What follows belongs to an exercise in optimizing a design on an open flow for small area; a production flow would make more cautious choices.
In this exercise RTL edits were held to simulation tests only and were not proved equivalent to the original.
Power is estimated from default activity; no workload was simulated.

**flow/run.sh**
```bash
#!/bin/bash
# synth_recipe.tcl (not shown) runs the flow's synth.tcl, then flattens the netlist and writes it again
# the make line also repeats each setting of config.mk as NAME=value (left out here)
make -C /OpenROAD-flow-scripts/flow DESIGN_CONFIG=/design/flow/config.mk WORK_HOME=/design/flow/orfs CLKGATE_MAP_FILE= SYNTH_SCRIPT=/design/flow/synth_recipe.tcl finish
```
**flow/config.mk**
```make
export PLATFORM = sky130hd
export DESIGN_NAME = ram_dp_be
export DESIGN_NICKNAME = ram_dp_be
export VERILOG_FILES = /design/flow/design.v
export SDC_FILE = /design/flow/constraint.sdc
export NUM_CORES = 4
export LEC_CHECK = 0
export CAP_MARGIN = 20
export CORE_MARGIN = 2
export CORE_UTILIZATION = 45
export PLACE_DENSITY = 0.6
export SLEW_MARGIN = 20
```
**flow/constraint.sdc**
```tcl
create_clock -name core_clock -period 10.0 [get_ports {clk}]
set_input_delay 2.0000 -clock core_clock [delete_from_list [all_inputs] [get_ports {clk}]]
set_output_delay 2.0000 -clock core_clock [all_outputs]
set_load 0.01 [all_outputs]
```
**flow/design.v**
```verilog
package ram_pkg;
    localparam int unsigned RAM_READ_FIRST  = 32'd0;
    localparam int unsigned RAM_WRITE_FIRST = 32'd1;
    localparam int unsigned RAM_MAX_DW      = 32'd512;
    localparam int unsigned RAM_MAX_LANE_W  = 32'd9;
    typedef enum logic [0:0] {
        RAM_ST_INIT  = 1'b0,
        RAM_ST_READY = 1'b1
    } ram_init_state_e;
    function automatic logic [RAM_MAX_DW-1:0] ram_byte_merge(
        input logic [RAM_MAX_DW-1:0] old_word,
        input logic [RAM_MAX_DW-1:0] new_word,
        input logic [RAM_MAX_DW-1:0] be,
        input int unsigned           byte_w
    );
        logic [RAM_MAX_DW-1:0]     merged;
        logic [RAM_MAX_LANE_W-1:0] lane;
        merged = '0;
        for (int i = 0; i < RAM_MAX_DW; i++) begin
            lane = RAM_MAX_LANE_W'(32'(i) / byte_w);
            if (be[lane]) begin
                merged[i] = new_word[i];
            end else begin
                merged[i] = old_word[i];
            end
        end
        ram_byte_merge = merged;
    endfunction
endpackage
module ram_init_sweep
#(
    parameter int unsigned ADDR_WIDTH = 32'd7
) (
    input  logic                  i_clk,
    input  logic                  i_rst,
    output logic                  o_init_we,
    output logic [ADDR_WIDTH-1:0] o_init_addr,
    output logic                  o_init_busy
);
    localparam logic [ADDR_WIDTH-1:0] ONE       = {{(ADDR_WIDTH-1){1'b0}}, 1'b1};
    localparam logic [ADDR_WIDTH-1:0] LAST_ADDR = {ADDR_WIDTH{1'b1}};
    ram_pkg::ram_init_state_e       r_state;
    logic [ADDR_WIDTH-1:0] r_cnt;
    logic                  r_busy;
    always_ff @(posedge i_clk or posedge i_rst) begin
        if (i_rst) begin
            r_state <= ram_pkg::RAM_ST_INIT;
            r_cnt   <= '0;
            r_busy  <= 1'b1;
        end else begin
            case (r_state)
                ram_pkg::RAM_ST_INIT: begin
                    r_cnt <= r_cnt + ONE;
                    if (r_cnt == LAST_ADDR) begin
                        r_state <= ram_pkg::RAM_ST_READY;
                        r_busy  <= 1'b0;
                    end
                end
                ram_pkg::RAM_ST_READY: begin
                    r_busy <= 1'b0;
                end
                default: begin
                    r_state <= ram_pkg::RAM_ST_INIT;
                    r_cnt   <= '0;
                    r_busy  <= 1'b1;
                end
            endcase
        end
    end
    assign o_init_we   = (r_state == ram_pkg::RAM_ST_INIT);
    assign o_init_addr = r_cnt;
    assign o_init_busy = r_busy;
endmodule
module ram_dp_be
#(
    parameter  int unsigned DATA_WIDTH = 32'd32,
    parameter  int unsigned ADDR_WIDTH = 32'd7,
    parameter  int unsigned BYTE_WIDTH = 32'd8,
    parameter  int unsigned READ_MODE  = ram_pkg::RAM_READ_FIRST,
    localparam int unsigned NUM_BYTES  = DATA_WIDTH / BYTE_WIDTH
) (
    input  logic                  clk,
    input  logic                  rst,
    input  logic                  we,
    input  logic [ADDR_WIDTH-1:0] waddr,
    input  logic [NUM_BYTES-1:0]  wbe,
    input  logic [DATA_WIDTH-1:0] d,
    input  logic                  re,
    input  logic [ADDR_WIDTH-1:0] raddr,
    output logic [DATA_WIDTH-1:0] q,
    output logic                  q_valid,
    output logic                  init_busy
);
    localparam int unsigned DEPTH = 32'd1 << ADDR_WIDTH;
    if ((DATA_WIDTH % BYTE_WIDTH) != 32'd0) begin : g_bad_byte_width
        $fatal(1, "ram_dp_be: DATA_WIDTH must be a multiple of BYTE_WIDTH");
    end
    if (DATA_WIDTH > ram_pkg::RAM_MAX_DW) begin : g_bad_data_width
        $fatal(1, "ram_dp_be: DATA_WIDTH exceeds RAM_MAX_DW");
    end
    logic [DATA_WIDTH-1:0] r_mem [DEPTH];
    logic [DATA_WIDTH-1:0] r_q;
    logic                  r_q_valid;
    logic                  w_init_we;
    logic [ADDR_WIDTH-1:0] w_init_addr;
    logic                  w_busy;
    logic [DATA_WIDTH-1:0] w_merged;
    logic                  w_mem_we;
    logic [ADDR_WIDTH-1:0] w_mem_addr;
    logic [DATA_WIDTH-1:0] w_mem_wdata;
    logic [DATA_WIDTH-1:0] w_rd_word;
    ram_init_sweep #(
        .ADDR_WIDTH (ADDR_WIDTH)
    ) u_init_sweep (
        .i_clk       (clk),
        .i_rst       (rst),
        .o_init_we   (w_init_we),
        .o_init_addr (w_init_addr),
        .o_init_busy (w_busy)
    );
    assign w_merged = DATA_WIDTH'(ram_pkg::ram_byte_merge(ram_pkg::RAM_MAX_DW'(r_mem[waddr]),
                                                 ram_pkg::RAM_MAX_DW'(d),
                                                 ram_pkg::RAM_MAX_DW'(wbe),
                                                 BYTE_WIDTH));
    always_comb begin
        w_mem_we    = 1'b0;
        w_mem_addr  = waddr;
        w_mem_wdata = w_merged;
        if (w_init_we) begin
            w_mem_we    = 1'b1;
            w_mem_addr  = w_init_addr;
            w_mem_wdata = '0;
        end else begin
            w_mem_we    = we;
            w_mem_addr  = waddr;
            w_mem_wdata = w_merged;
        end
    end
    always_comb begin
        w_rd_word = r_mem[raddr];
        if ((READ_MODE == ram_pkg::RAM_WRITE_FIRST) && we && (waddr == raddr)) begin
            w_rd_word = w_merged;
        end else begin
            w_rd_word = r_mem[raddr];
        end
    end
    always_ff @(posedge clk) begin
        if (w_mem_we) begin
            r_mem[w_mem_addr] <= w_mem_wdata;
        end
    end
    always_ff @(posedge clk or posedge rst) begin
        if (rst) begin
            r_q       <= '0;
            r_q_valid <= 1'b0;
        end else if (!w_busy && re) begin
            r_q       <= w_rd_word;
            r_q_valid <= 1'b1;
        end else begin
            r_q_valid <= 1'b0;
        end
    end
    assign q       = r_q;
    assign q_valid = r_q_valid;
    assign init_busy = w_busy;
endmodule
```
==> results of run 1 <==
## cell usage in the layout (no fill, tap or decap), types with 76 or more instances in the layout
master / count
mux2i_1: 650
mux4_2: 1929
a221oi_1: 156
a21oi_1: 105
clkbuf_16: 444
clkbuf_1: 90
nand2_1: 280
o21ai_0: 88
clkinv_2: 97
edfxtp_1: 4096
a22o_1: 131
clkdlybuf4s50_1: 76
nor2_4: 136
buf_4: 410
clkinv_1: 91
a22oi_1: 161
o221ai_1: 142
o22ai_1: 188
## kinds of logic after synthesis
logic type / share of synthesized area [%]
AOI/OAI and AO/OA: 4.66
xor gates and xnor gates: 0.0276
adders and majority gates: 0.00657
buffers and inverters: 1.95
DFF: 65.1
muxes: 26.5
and+or+nand+nor: 1.73
## worst max-delay path, delay by kind of cell
kind / cells / cell delay [ns]
buffers and inverters: 4 / 2.38
AOI/OAI and AO/OA: 2 / 0.71
muxes: 1 / 0.18
and+or+nand+nor: 3 / 1.31
## area by class of cell
class	instances	area share (%)
Clock inverter	267	1.18
Inverter	13	0.0274
Clock buffer	545	5.40
Multi-Input combinational cell	4580	30.0
Sequential cell	4138	57.8
Antenna cell	19	0.0221
Timing Repair Buffer	546	2.31
Tap cell	5640	3.29
## worst paths after layout
path,endpoint,slack [ns],cells past startpoint,from
min in group asynchronous,r_q_valid,1.33,2,rst
min reg2reg,u_init_sweep.r_busy,0.49,2,u_init_sweep.r_busy
min,u_init_sweep.r_busy,0.49,2,u_init_sweep.r_busy
max in group asynchronous,r_q[21],7.27,3,rst
max,r_mem[45][31],3.71,10,waddr[0]
max reg2reg,r_mem[10][31],4.96,6,u_init_sweep.r_state
## where the power goes
group | switching (uW) | total, uW | internal (uW)
Sequential | 44.6 | 18800 | 18800
Clock | 7090 | 16400 | 9310
Combinational | 1290 | 1930 | 637
Total | 8420 | 37200 | 28700
## flip-flops by register name, summed over array words and instances (netlist names)
name / count
r_mem: 4096
r_q: 32
r_q_valid: 1
u_init_sweep.r_busy: 1
u_init_sweep.r_cnt: 7
u_init_sweep.r_state: 1
## stage by stage
step                hold WS, ns  area [um^2]  total power (uW)  std cells
global placement          0.478       200000             21100      14900
detailed placement        0.482       200000             21100      14900
finish                    0.491       215000             37200      15700
global route              0.522       215000             37900      15700
floorplan                 0.466       191000             20300       9486
CTS                       0.492       214000             37200      15700
## routing by layer
metal	GRT usage (%)	up-vias	wire, um
li1	-	42200	-
met1	41.8	61500	245000
met2	50.6	8994	328000
met3	9.12	2061	89700
met4	24.4	18	63900
met5	0	-	115
==> impl_metrics.tcl, run 1 <==
set metrics [dict create \
    postCtsHoldBufs 0 \
    worst_hold_path_type "register to register" \
    numCtsBuffers 439 \
    fin_nets 9773 \
    worst-endpoint-arrival_ns 6.97 \
    ys_ff_latch 4138 \
    finalCriticalPeriod_ns 6.29 \
    synth_cell_types 55 \
    clk_pin_slew_worst_paths_ns 0.06 \
    synth_area_per_cell_um2 20.1 \
    power_density_mw_per_mm2 173 \
    tightest_slew_ns 1.36 \
    netlist.area_leader.share_pct 64.6 \
    final_hold_viol_count 0 \
    grt_usage_pct 33.5 \
    yosys-top-cells-area "edfxtp_1 (65%), mux4_2 (23%), mux2i_1 (3.4%)" \
    rsz0062_at_grt "no" \
    drtPass1Iterations 8 \
    die_area_mm2 0.429 \
    maxSlewViolCount 0 \
    hpwl_um 429000 \
    fp.dieW_um 655 \
    core_area_mm2 0.421 \
    slew_headroom_pct 8.81 \
    synth_commonest_cells "edfxtp_1 (4096), mux4_2 (1929), mux2i_1 (651)" \
    cts_setup_buffers 0 \
    gp_congestion 0.927 \
    crit_type "input pin to register" \
    cp_slowest_stage_delay_ns 0.78 \
    synth_area_mm2 0.191 \
    synth_edf_count 4096 \
    clock-sinks 4138 \
    fill_cells 33200 \
    final_util_pct 51.0 \
    dieHeight_um 655 \
    drtIter0Drc 19000 \
    grt_pass1_wl_um 974000 \
    p_leak_uw 0.0551 \
    cts_buffer_depth 4 \
    drt.antenna.violating_nets 0 \
    synth_area_leader_cell "edfxtp_1" \
    clock_latency_ns 1.06 \
    vias 115000 \
    seqCellArea_mm2 0.124 \
    yosys.cell_count.top_type "edfxtp_1" \
    area_delta_synth_final_pct 12.7 \
    fin_tns_setup_ns 0 \
    crit_path_max_fanout 71 \
    multi_input_area_mm2 0.0644 \
    initial_core_util_pct 45.3 \
    viasPerCell 7.29 \
    cp_cell_sequence "buf_16 > buf_12 > buf_4 > mux2i_1 > o221ai_1 > a21oi_1 > nor4_1 > nand2_1 > nor3_2 > buf_4" \
    port_buffers 87 \
    cp_slowest_cell "buf_4" \
    setup_ws_ns 3.71 \
    place_ws_ns 2.78 \
    drv_cap 0 \
    yosys_warnings 2 \
    synth_cells 9486 \
    grt_max_degree 129 \
    finalCritPeriodShare_pct 62.9 \
    yosysSeqAreaShare_pct 65.1 \
    htreeDepth 5 \
    fp-row-count 238 \
    root_buffer "clkbuf_16" \
    postSynth.asyncResetShare_pct 1.01 \
    io_pins 88 \
    wl_per_cell_um 46.1 \
    ctsResizeCount 0 \
    fmax_mhz 159 \
    setup_viol_count_final 0 \
    max-vdd-ir-drop_mv 0.151 \
    drt_wl_total_um 726000 \
    synthFlopType "edfxtp_1" \
    antenna_found_initial 45 \
    drc 0 \
    critPathMostFrequentCell "buf_4" \
    required_ns 10.68 \
    endpoint_kind "register" \
    grt_pass1_vias 114000 \
    status "complete, no violations" \
    clock_skew_ns 0.0673 \
    grt_overflow 0 \
    critPathLaunchType "input pin" \
    drive_gt1_share_pct 33.0 \
    cts_tree "yes" \
]
==> run 2: changes to the inputs <==
==> flow/design.v (replaced) <==
package ram_pkg;
    localparam int unsigned RAM_READ_FIRST  = 32'd0;
    localparam int unsigned RAM_WRITE_FIRST = 32'd1;
endpackage
module ram_init_sweep
#(
    parameter int unsigned ADDR_WIDTH = 32'd7
) (
    input  logic                  i_clk,
    input  logic                  i_rst,
    output logic [ADDR_WIDTH-1:0] o_init_addr,
    output logic                  o_init_busy
);
    logic [ADDR_WIDTH-1:0] r_cnt;
    logic                  r_busy;
    always_ff @(posedge i_clk or posedge i_rst) begin
        if (i_rst) begin
            r_cnt  <= '0;
            r_busy <= 1'b1;
        end else if (r_busy) begin
            r_cnt <= r_cnt + 1'b1;
            if (&r_cnt) begin
                r_busy <= 1'b0;
            end
        end
    end
    assign o_init_addr = r_cnt;
    assign o_init_busy = r_busy;
endmodule
module ram_dp_be
#(
    parameter  int unsigned DATA_WIDTH = 32'd32,
    parameter  int unsigned ADDR_WIDTH = 32'd7,
    parameter  int unsigned BYTE_WIDTH = 32'd8,
    parameter  int unsigned READ_MODE  = ram_pkg::RAM_READ_FIRST,
    localparam int unsigned NUM_BYTES  = DATA_WIDTH / BYTE_WIDTH
) (
    input  logic                  clk,
    input  logic                  rst,
    input  logic                  we,
    input  logic [ADDR_WIDTH-1:0] waddr,
    input  logic [NUM_BYTES-1:0]  wbe,
    input  logic [DATA_WIDTH-1:0] d,
    input  logic                  re,
    input  logic [ADDR_WIDTH-1:0] raddr,
    output logic [DATA_WIDTH-1:0] q,
    output logic                  q_valid,
    output logic                  init_busy
);
    localparam int unsigned DEPTH = 32'd1 << ADDR_WIDTH;
    logic [DEPTH-1:0][DATA_WIDTH-1:0] r_mem;
    logic [DATA_WIDTH-1:0]            r_q;
    logic                             r_q_valid;
    logic [ADDR_WIDTH-1:0]            w_init_addr;
    logic                             w_busy;
    logic [ADDR_WIDTH-1:0]            w_addr;
    logic [DATA_WIDTH-1:0]            w_wdata;
    logic [NUM_BYTES-1:0]             w_lane_en;
    logic [DATA_WIDTH-1:0]            w_rd_word;
    ram_init_sweep #(
        .ADDR_WIDTH (ADDR_WIDTH)
    ) u_init_sweep (
        .i_clk       (clk),
        .i_rst       (rst),
        .o_init_addr (w_init_addr),
        .o_init_busy (w_busy)
    );
    assign w_addr    = w_busy ? w_init_addr : waddr;
    assign w_wdata   = w_busy ? '0 : d;
    assign w_lane_en = w_busy ? '1 : (we ? wbe : '0);
    always_ff @(posedge clk) begin
        for (int r = 0; r < DEPTH; r++) begin
            for (int b = 0; b < NUM_BYTES; b++) begin
                if ((w_addr == ADDR_WIDTH'(r)) && w_lane_en[b]) begin
                    r_mem[r][b*BYTE_WIDTH +: BYTE_WIDTH] <= w_wdata[b*BYTE_WIDTH +: BYTE_WIDTH];
                end
            end
        end
    end
    localparam int unsigned NUM_GRP = (DEPTH + 32'd2) / 32'd3;
    logic [NUM_GRP*3-1:0]              w_rsel;
    logic [NUM_GRP-1:0][DATA_WIDTH-1:0] w_grp_n;
    always_comb begin
        w_rsel = '0;
        for (int r = 0; r < DEPTH; r++) begin
            w_rsel[r] = (raddr == ADDR_WIDTH'(r));
        end
    end
    for (genvar g = 0; g < NUM_GRP; g++) begin : g_grp
        for (genvar c = 0; c < DATA_WIDTH; c++) begin : g_col
            logic [2:0] w_bits;
            for (genvar k = 0; k < 3; k++) begin : g_k
                if (g*3 + k < DEPTH) begin : g_row
                    assign w_bits[k] = r_mem[g*3 + k][c];
                end else begin : g_pad
                    assign w_bits[k] = 1'b0;
                end
            end
            ram_rd_aoi3 u_aoi (
                .i_a (w_bits),
                .i_s (w_rsel[g*3 +: 3]),
                .o_y (w_grp_n[g][c])
            );
        end
    end
    always_comb begin
        w_rd_word = '1;
        for (int g = 0; g < NUM_GRP; g++) begin
            w_rd_word = w_rd_word & w_grp_n[g];
        end
        w_rd_word = ~w_rd_word;
    end
    always_ff @(posedge clk or posedge rst) begin
        if (rst) begin
            r_q       <= '0;
            r_q_valid <= 1'b0;
        end else begin
            r_q_valid <= re & ~w_busy;
            if (re && !w_busy) begin
                r_q <= w_rd_word;
            end
        end
    end
    assign q         = r_q;
    assign q_valid   = r_q_valid;
    assign init_busy = w_busy;
endmodule
module ram_rd_aoi3 (
    input  logic [2:0] i_a,
    input  logic [2:0] i_s,
    output logic       o_y
);
    assign o_y = ~|(i_a & i_s);
endmodule
--- a/flow/config.mk
+++ b/flow/config.mk
@@ -10,3 +10,4 @@
 export CORE_UTILIZATION = 45
 export PLACE_DENSITY = 0.6
 export SLEW_MARGIN = 20
+export SYNTH_HIERARCHICAL = 1
==> impl_metrics.tcl, run 2 <==
set metrics [dict create \
    wl_per_cell_um 37.8 \
    crit_path_max_fanout 32 \
    rsz0062_at_grt "no" \
    synth_commonest_cells "edfxtp_1 (4096), a222oi_1 (1376), nor2_1 (512)" \
    yosysSeqAreaShare_pct 85.2 \
    clock-sinks 4137 \
    stdcell_count 12500 \
    final_cell_mix "edfxtp_1 (4096), a222oi_1 (1376), clkbuf_16 (404), buf_4 (404), nor2_1 (375)" \
    vias 85500 \
    root_buffer "clkbuf_16" \
    drt_wl_total_um 471000 \
    cts_buffer_depth 4 \
    final_common_cell "edfxtp_1" \
    postCtsHoldBufs 0 \
    required_ns 10.81 \
    dp.cells 11700 \
    synth-adder-area-share_pct 0.00860 \
    synth_cells 6987 \
    top_regs "r_mem: 4096 flops, r_q: 32 flops, u_init_sweep.r_cnt: 7 flops" \
    r2r_slack_ns 4.81 \
    ys_ff_latch 4137 \
    regMostFlops "r_mem" \
    fin_tns_setup_ns 0 \
    fill_cells 24500 \
    yosys-mux-area-fraction_pct 0.0249 \
    worst-endpoint-arrival_ns 6.58 \
    final_hold_viol_count 0 \
    grt_pass1_wl_um 644000 \
    fin_nets 7880 \
    gr-usage-met1_pct 38.2 \
    drive_gt1_share_pct 16.5 \
    grt-busiest-layer "met2" \
    grt_pass1_vias 81600 \
    cts_setup_buffers 0 \
    yosys-top-cells-area "edfxtp_1 (85%), a222oi_1 (9.5%), nand4_1 (1.4%)" \
    synth_edf_count 4096 \
    grt_overflow 0 \
    clock_skew_ns 0.0785 \
    drtPass1Iterations 14 \
    drtIter0Drc 18900 \
    yosys_warnings 8 \
    grt_usage_pct 28.2 \
    synthXorXnorAreaFrac_pct 0.0361 \
    max-vdd-ir-drop_mv 0.160 \
    critPathLaunchType "input pin" \
    dieHeight_um 573 \
    die_area_mm2 0.328 \
    gp_congestion 0.922 \
    grt_max_degree 97 \
    core_area_mm2 0.321 \
    initial_core_util_pct 45.3 \
    drt.antenna.violating_nets 0 \
    grt_use_met2_pct 42.0 \
    finalCriticalPeriod_ns 5.77 \
    synth_area_leader_cell "edfxtp_1" \
    viasPerCell 6.85 \
    worst_hold_path_type "register to register" \
    status "complete, no violations" \
    power_density_mw_per_mm2 208 \
    drc 0 \
    synth_top_family_by_area "compound AO/OA/AOI/OAI gates" \
    cts_tree "yes" \
    fmax_mhz 173 \
    synth_compound_area_share_pct 9.98 \
    ctsResizeCount 0 \
    postSynth.asyncResetShare_pct 0.991 \
    largest_reg_flops 4096 \
    synthFlopType "edfxtp_1" \
    area_delta_synth_final_pct 17.0 \
    tightest_slew_ns 1.35 \
    htreeDepth 5 \
    netlist.area_leader.share_pct 84.5 \
    port_buffers 87 \
    hpwl_um 299000 \
    yosys.cell_count.top_type "edfxtp_1" \
    grt_use_met3_pct 7.81 \
    p_leak_uw 0.0521 \
    drv_cap 0 \
    synth_area_per_cell_um2 20.8 \
    finalCritPeriodShare_pct 57.7 \
    antenna_found_initial 29 \
    endpoint_kind "register" \
    slew_headroom_pct 10.0 \
    yosys.area_share.simple_pct 4.33 \
    numCtsBuffers 400 \
    crit_type "input pin to register" \
    clk_pin_slew_worst_paths_ns 0.06 \
    synth_area_mm2 0.145 \
    fp-row-count 208 \
    maxSlewViolCount 0 \
    clock_latency_ns 0.98 \
    fp.dieW_um 573 \
    synth_cell_types 40 \
    setup_viol_count_final 0 \
    io_pins 88 \
]
## run 2: worst max-delay path, cell delays in order
cell and delay (ns):
clkdlybuf4s50_1 0.64, nor2b_1 0.29, nand2_1 0.64, nor2_2 0.08
buf_4 0.31, a222oi_1 0.60, nand4_1 0.47, nor4_1 1.15
buf_4 0.29, a31oi_1 0.09
## run 2: path summary, 6_finish.rpt
| check | cells past startpoint | start | to |
|---|---|---|---|
| worst max-delay path | 10 | raddr[1] | r_q[20] |
| worst min-delay path | 1 | u_init_sweep.r_cnt[6] | u_init_sweep.r_cnt[6] |
| worst max register to register | 7 | u_init_sweep.r_busy | r_mem[3893] |
| worst min register to register | 1 | u_init_sweep.r_cnt[6] | u_init_sweep.r_cnt[6] |
| max in group asynchronous | 2 | rst | r_q[9] |
| min in group asynchronous | 2 | rst | u_init_sweep.r_cnt[6] |
## run 2: per-layer routing
metal	routed length [um]	vias to the layer above
met5	209	-
met2	210000	6227
met3	63500	886
met4	26600	24
met1	171000	44300
li1	-	34100
## run 2: final cells by class
cell class | count | area (um^2) | share of cell area [%]
well taps | 4305 | 5390 | 3.16
multi-input cells | 2775 | 23500 | 13.8
inverters | 3 | 13.8 | 0.00808
repair buffers | 508 | 4190 | 2.46
clock buffers | 480 | 10500 | 6.16
clock inverters | 247 | 2560 | 1.51
diodes | 29 | 72.6 | 0.0426
flip-flops and latches | 4137 | 124000 | 72.8
## run 2: Yosys stat by module (local to each module, per instance), a selection
module / cells inside / cell area [um^2] / times used
ram_rd_aoi3: 1 / 10.0 / 1376
ram_dp_be: 5585 / 131000 / 1
## run 2: cells by family (layout without fill, tap and decap cells)
logic type	count (synthesis)	after routing
flip-flops	4137	4137
AO/OA/AOI/OAI	1477	1477
AND/OR/NAND/NOR	1224	1224
buffers and inverters	138	1238
XOR/XNOR	6	6
multiplexers	3	3
adder cells (fa/ha/maj)	1	1
other	1	93
## run 2: where the power goes
group	internal, uW	switching [uW]	total, uW	leakage [uW]
registers	19100	73.1	19200	0.0373
clock network	8540	6520	15100	0.00636
logic	229	873	1100	0.00849
## run 2: through the flow
step	cell area [um^2]	util (%)	worst slack, ns	power [uW]	hold slack [ns]
4_1_cts	170000	52.8	4.52	35400	0.538
6_report	170000	53.0	4.23	35300	0.535
2_1_floorplan	146000	-	4.06	19900	0.494
5_1_grt	170000	53.0	4.30	36100	0.559
3_5_place_dp	157000	48.8	3.51	20600	0.530
3_3_place_gp	156000	48.7	2.31	20600	0.513
==> run 3: changes to the inputs <==
--- a/flow/design.v
+++ b/flow/design.v
@@ -54,7 +54,6 @@
     logic [ADDR_WIDTH-1:0]            w_init_addr;
     logic                             w_busy;
     logic [ADDR_WIDTH-1:0]            w_addr;
-    logic [DATA_WIDTH-1:0]            w_wdata;
     logic [NUM_BYTES-1:0]             w_lane_en;
     logic [DATA_WIDTH-1:0]            w_rd_word;
     ram_init_sweep #(
@@ -65,17 +64,37 @@
         .o_init_addr (w_init_addr),
         .o_init_busy (w_busy)
     );
+    logic [DATA_WIDTH-1:0]            w_wdata_m;
+    logic [DEPTH-1:0]                 w_row;
+    logic [DEPTH-1:0][NUM_BYTES-1:0]  w_hold;
+    logic [DEPTH-1:0][DATA_WIDTH-1:0] w_mem_d;
     assign w_addr    = w_busy ? w_init_addr : waddr;
-    assign w_wdata   = w_busy ? '0 : d;
     assign w_lane_en = w_busy ? '1 : (we ? wbe : '0);
-    always_ff @(posedge clk) begin
+    always_comb begin
+        for (int b = 0; b < NUM_BYTES; b++) begin
+            w_wdata_m[b*BYTE_WIDTH +: BYTE_WIDTH] =
+                (w_lane_en[b] && !w_busy) ? d[b*BYTE_WIDTH +: BYTE_WIDTH] : '0;
+        end
         for (int r = 0; r < DEPTH; r++) begin
+            w_row[r] = (w_addr == ADDR_WIDTH'(r));
             for (int b = 0; b < NUM_BYTES; b++) begin
-                if ((w_addr == ADDR_WIDTH'(r)) && w_lane_en[b]) begin
-                    r_mem[r][b*BYTE_WIDTH +: BYTE_WIDTH] <= w_wdata[b*BYTE_WIDTH +: BYTE_WIDTH];
-                end
+                w_hold[r][b] = !(w_row[r] && w_lane_en[b]);
             end
         end
+    end
+    for (genvar r = 0; r < DEPTH; r++) begin : g_wr_row
+        for (genvar c = 0; c < DATA_WIDTH; c++) begin : g_wr_col
+            ram_bit_next u_next (
+                .i_q    (r_mem[r][c]),
+                .i_hold (w_hold[r][c / BYTE_WIDTH]),
+                .i_d    (w_wdata_m[c]),
+                .i_row  (w_row[r]),
+                .o_d    (w_mem_d[r][c])
+            );
+        end
+    end
+    always_ff @(posedge clk) begin
+        r_mem <= w_mem_d;
     end
     localparam int unsigned NUM_GRP = (DEPTH + 32'd2) / 32'd3;
     logic [NUM_GRP*3-1:0]              w_rsel;
@@ -88,19 +107,21 @@
     end
     for (genvar g = 0; g < NUM_GRP; g++) begin : g_grp
         for (genvar c = 0; c < DATA_WIDTH; c++) begin : g_col
-            logic [2:0] w_bits;
-            for (genvar k = 0; k < 3; k++) begin : g_k
-                if (g*3 + k < DEPTH) begin : g_row
-                    assign w_bits[k] = r_mem[g*3 + k][c];
-                end else begin : g_pad
-                    assign w_bits[k] = 1'b0;
-                end
+            if (g*3 + 2 < DEPTH) begin : g_three
+                ram_rd_aoi3 u_aoi (
+                    .i_a ({r_mem[g*3 + 2][c], r_mem[g*3 + 1][c], r_mem[g*3][c]}),
+                    .i_s (w_rsel[g*3 +: 3]),
+                    .o_y (w_grp_n[g][c])
+                );
+            end else if (g*3 + 1 < DEPTH) begin : g_two
+                ram_rd_aoi2 u_aoi (
+                    .i_a ({r_mem[g*3 + 1][c], r_mem[g*3][c]}),
+                    .i_s (w_rsel[g*3 +: 2]),
+                    .o_y (w_grp_n[g][c])
+                );
+            end else begin : g_one
+                assign w_grp_n[g][c] = ~(r_mem[g*3][c] & w_rsel[g*3]);
             end
-            ram_rd_aoi3 u_aoi (
-                .i_a (w_bits),
-                .i_s (w_rsel[g*3 +: 3]),
-                .o_y (w_grp_n[g][c])
-            );
         end
     end
     always_comb begin
@@ -132,3 +153,19 @@
 );
     assign o_y = ~|(i_a & i_s);
 endmodule
+module ram_bit_next (
+    input  logic i_q,
+    input  logic i_hold,
+    input  logic i_d,
+    input  logic i_row,
+    output logic o_d
+);
+    assign o_d = (i_q & i_hold) | (i_d & i_row);
+endmodule
+module ram_rd_aoi2 (
+    input  logic [1:0] i_a,
+    input  logic [1:0] i_s,
+    output logic       o_y
+);
+    assign o_y = ~|(i_a & i_s);
+endmodule
==> flow/flow/run.sh (new file) <==
#!/bin/bash
set -euo pipefail
bash standard.sh \
  MATCH_CELL_FOOTPRINT=0 \
  BUFFER_PORTS_ARGS="-buffer_cell sky130_fd_sc_hd__buf_1" \
  CTS_ARGS="-sink_clustering_enable -repair_clock_nets -buf_list sky130_fd_sc_hd__clkbuf_8 -sink_clustering_size 16 -sink_clustering_max_diameter 80 -dont_use_dummy_load" \
  finish > flow_make.log 2>&1
==> flow/standard.sh (new file) <==
#!/bin/bash
# synth_recipe.tcl (not shown) runs the flow's synth.tcl, then flattens the netlist and writes it again
# the make line also repeats each setting of config.mk as NAME=value (left out here)
make -C /OpenROAD-flow-scripts/flow DESIGN_CONFIG=/design/flow/config.mk WORK_HOME=/design/flow/orfs CLKGATE_MAP_FILE= SYNTH_SCRIPT=/design/flow/synth_recipe.tcl "${@:-finish}"
==> flow/config.mk (replaced) <==
export PLATFORM = sky130hd
export DESIGN_NAME = ram_dp_be
export DESIGN_NICKNAME = ram_dp_be
export VERILOG_FILES = /design/flow/design.v
export SDC_FILE = /design/flow/constraint.sdc
export NUM_CORES = 4
export LEC_CHECK = 0
export CAP_MARGIN = 10
export CORE_MARGIN = 2
export CORE_UTILIZATION = 65
export PLACE_DENSITY = 0.8
export SLEW_MARGIN = 10
export SYNTH_HIERARCHICAL = 1
removed: flow/run.sh
==> impl_metrics.tcl, run 3 <==
set metrics [dict create \
    synth_cell_types 49 \
    maxSlewViolCount 12 \
    gp_congestion 1.05 \
    status "failed layout checks" \
    finalCriticalPeriod_ns 6.55 \
    dieHeight_um 472 \
    top_regs "r_mem: 4096 flops, r_q: 32 flops, u_init_sweep.r_cnt: 7 flops" \
    drt.antenna.violating_nets 0 \
    synthFlopType "dfxtp_1" \
    synth_area_mm2 0.142 \
    grt_usage_pct 51.7 \
    io_pins 88 \
    rsz0062_at_grt "no" \
    root_buffer "clkbuf_8" \
    final_hold_viol_count 0 \
    fp.dieW_um 472 \
    numCtsBuffers 309 \
    drtIter0Drc 28100 \
    yosysSeqAreaShare_pct 58.3 \
    initial_core_util_pct 65.5 \
    die_area_mm2 0.223 \
    yosys_warnings 8 \
    core_area_mm2 0.217 \
    place_ws_ns 3.40 \
    grt_pass1_wl_um 852000 \
    synth_cells 11300 \
    worst-endpoint-arrival_ns 7.49 \
    regMostFlops "r_mem" \
    ys_ff_latch 4137 \
    fin_tns_setup_ns 0 \
    cts_tree "yes" \
    fp-row-count 171 \
    grt_pass1_vias 119000 \
    cts_setup_buffers 0 \
    port_buffers 87 \
    hpwl_um 390000 \
    cts_buffer_depth 4 \
    critPathLaunchType "input pin" \
    drc 0 \
    fmax_mhz 153 \
    clk_pin_slew_worst_paths_ns 0.10 \
    postCtsHoldBufs 0 \
    crit_path_max_fanout 32 \
    finalCritPeriodShare_pct 65.5 \
    p_leak_uw 0.0568 \
    final_cell_mix "a22o_1 (4111), dfxtp_1 (4096), a222oi_1 (1344)" \
    synth_edf_count 0 \
    synth_area_per_cell_um2 12.6 \
    endpoint_kind "register" \
    synth_area_leader_cell "dfxtp_1" \
    ctsResizeCount 0 \
    netlist.area_leader.share_pct 57.6 \
    wl_per_cell_um 40.5 \
    yosys-top-cells-area "dfxtp_1 (58%), a22o_1 (25%), a222oi_1 (9.5%)" \
    drt_wl_total_um 606000 \
    required_ns 10.94 \
    setup_ws_ns 3.45 \
    htreeDepth 5 \
    fill_cells 15400 \
    antenna_found_initial 92 \
    drtPass1Iterations 17 \
    max-vdd-ir-drop_mv 0.171 \
    worst_hold_path_type "register to register" \
    power_density_mw_per_mm2 182 \
    clock_latency_ns 1.10 \
    clock-sinks 4137 \
    viasPerCell 8.57 \
    seqCellArea_mm2 0.0830 \
    crit_type "input pin to register" \
    drv_cap 4 \
    fin_nets 12100 \
    yosys.cell_count.top_type "a22o_1" \
    final_common_cell "a22o_1" \
    vias 128000 \
    grt_max_degree 81 \
    grt_overflow 0 \
    synth_commonest_cells "a22o_1 (4112), dfxtp_1 (4096), a222oi_1 (1344)" \
    setup_viol_count_final 0 \
    so_faults "capacitance limit, slew limit" \
    area_delta_synth_final_pct 8.76 \
    clock_skew_ns 0.0764 \
    postSynth.asyncResetShare_pct 0.991 \
    multi_input_area_mm2 0.0598 \
    largest_reg_flops 4096 \
    tightest_slew_ns 1.60 \
    drive_gt1_share_pct 10.4 \
    slew_headroom_pct -7.39 \
]
==> run 3: changes by cell type after synthesis, sizes merged, moves of 31 or more <==
cell	delta
nor3	-63
o221ai	-48
a22o	+4112
nor2	-219
buf	+90
dfxtp	+4096
edfxtp	-4096
nand2	+513
a22oi	+47
a222oi	-32
nor2b	-31
clkbuf	-97
nor4	-112
a221oi	+64
==> run 3: metal layers <==
layer	up-vias	wire [um]	track usage, %
li1	50500	-	-
met1	62600	203000	62.6
met2	12100	236000	68.8
met3	2803	104000	24.5
met4	100	62100	43.5
met5	-	1020	0.541
==> run 3: worst paths after layout <==
check,startpoint,end,slack (ns),cells after the start
min in group asynchronous,rst,u_init_sweep.r_cnt[6],0.97,2
max in group asynchronous,rst,r_q[5],8.22,3
max reg2reg,u_init_sweep.r_busy,r_mem[738],4.95,6
max,raddr[1],r_q[25],3.45,9
min,r_mem[131],r_mem[131],0.48,1
min reg2reg,r_mem[131],r_mem[131],0.48,1
==> run 3: report_power, final <==
part           switching, uW  leakage, uW  internal (uW)
combinational            977       0.0207            928
clock                   5260      0.00222           2790
sequential               630       0.0339          17500
total                   6860       0.0568          21200
==> run 3: per-module statistics from Yosys, one instance, submodules excluded, excerpt <==
| module | cells | area (um^2) | times used |
|---|---|---|---|
| ram_dp_be | 5758 | 92200 | 1 |
| ram_bit_next | 1 | 8.76 | 4096 |
| ram_rd_aoi3 | 1 | 10.0 | 1344 |
| ram_rd_aoi2 | 1 | 12.5 | 32 |
==> run 3: kinds of logic after synthesis <==
family	count (synthesis)	share of synthesized area (%)
AO/OA/AOI/OAI	5624	36.5
flip-flops	4137	58.3
AND/OR/NAND/NOR	1352	4.51
buffers and inverters	131	0.608
XOR/XNOR	6	0.0369
multiplexers	5	0.0404
adder cells (fa/ha/maj)	1	0.00879
==> run 3: cell type report <==
cell class              count  area share (%)
repair buffers            566            2.54
multi-input cells        6988            38.6
flip-flops and latches   4137            53.6
clock buffers             309            2.75
inverters                   3         0.00728
diodes                     91           0.147
well taps                2854            2.31
==> run 3: metrics by stage <==
stage / hold WS, ns / instance area, um^2 / utilization [%] / power (uW) / cells
floorplan: 0.455 / 142000 / - / 19500 / 11300
global placement: 0.465 / 150000 / 69.0 / 20100 / 14500
detailed placement: 0.470 / 150000 / 69.1 / 20300 / 14500
CTS: 0.488 / 155000 / 71.1 / 27800 / 14900
global route: 0.500 / 155000 / 71.1 / 28700 / 14900
finish: 0.484 / 155000 / 71.2 / 28100 / 14900
==> run 3: worst max-delay path, stage by stage <==
cell and delay, ns:
buf_1 0.51, nor2b_1 0.21, nand2_1 1.14, nor2_2 0.06
buf_4 0.32, a222oi_1 0.37, nand4_1 0.98, nor4_1 1.66
a31oi_1 0.19

re-timing with driven ports:
How much do the figures lean on ideal ports? The routed layouts below were timed once more, with nothing changed but the port constraints. Step 1 (the two cells are an assumption about what drives the block):
set clk [get_ports {clk}]
set_driving_cell -lib_cell sky130_fd_sc_hd__clkbuf_16 $clk
set_driving_cell -lib_cell sky130_fd_sc_hd__buf_2 [delete_from_list [all_inputs] $clk]
Step 2 times the ports against the registers' clock, not the clock port: input delays grow and output delays shrink by t, the midpoint of the rising clock arrivals with the driver on. a / b / c = no drivers / after step 1 / after step 2; a / b = the first two.
run | t (ns) | setup slack, ns | clock arrival spread, ns
run 1 | 1.150 | 3.708 / 3.644 / 2.495 | 0.071 / 0.071
run 2 | 1.059 | 4.231 / 4.265 / 3.205 | 0.095 / 0.095
run 3 | 1.180 | 3.449 / 3.514 / 2.334 | 0.107 / 0.106
For run 1, which loses most, drivers alone change the setup slack by -0.064 ns; drivers and shift together by -1.213 ns.
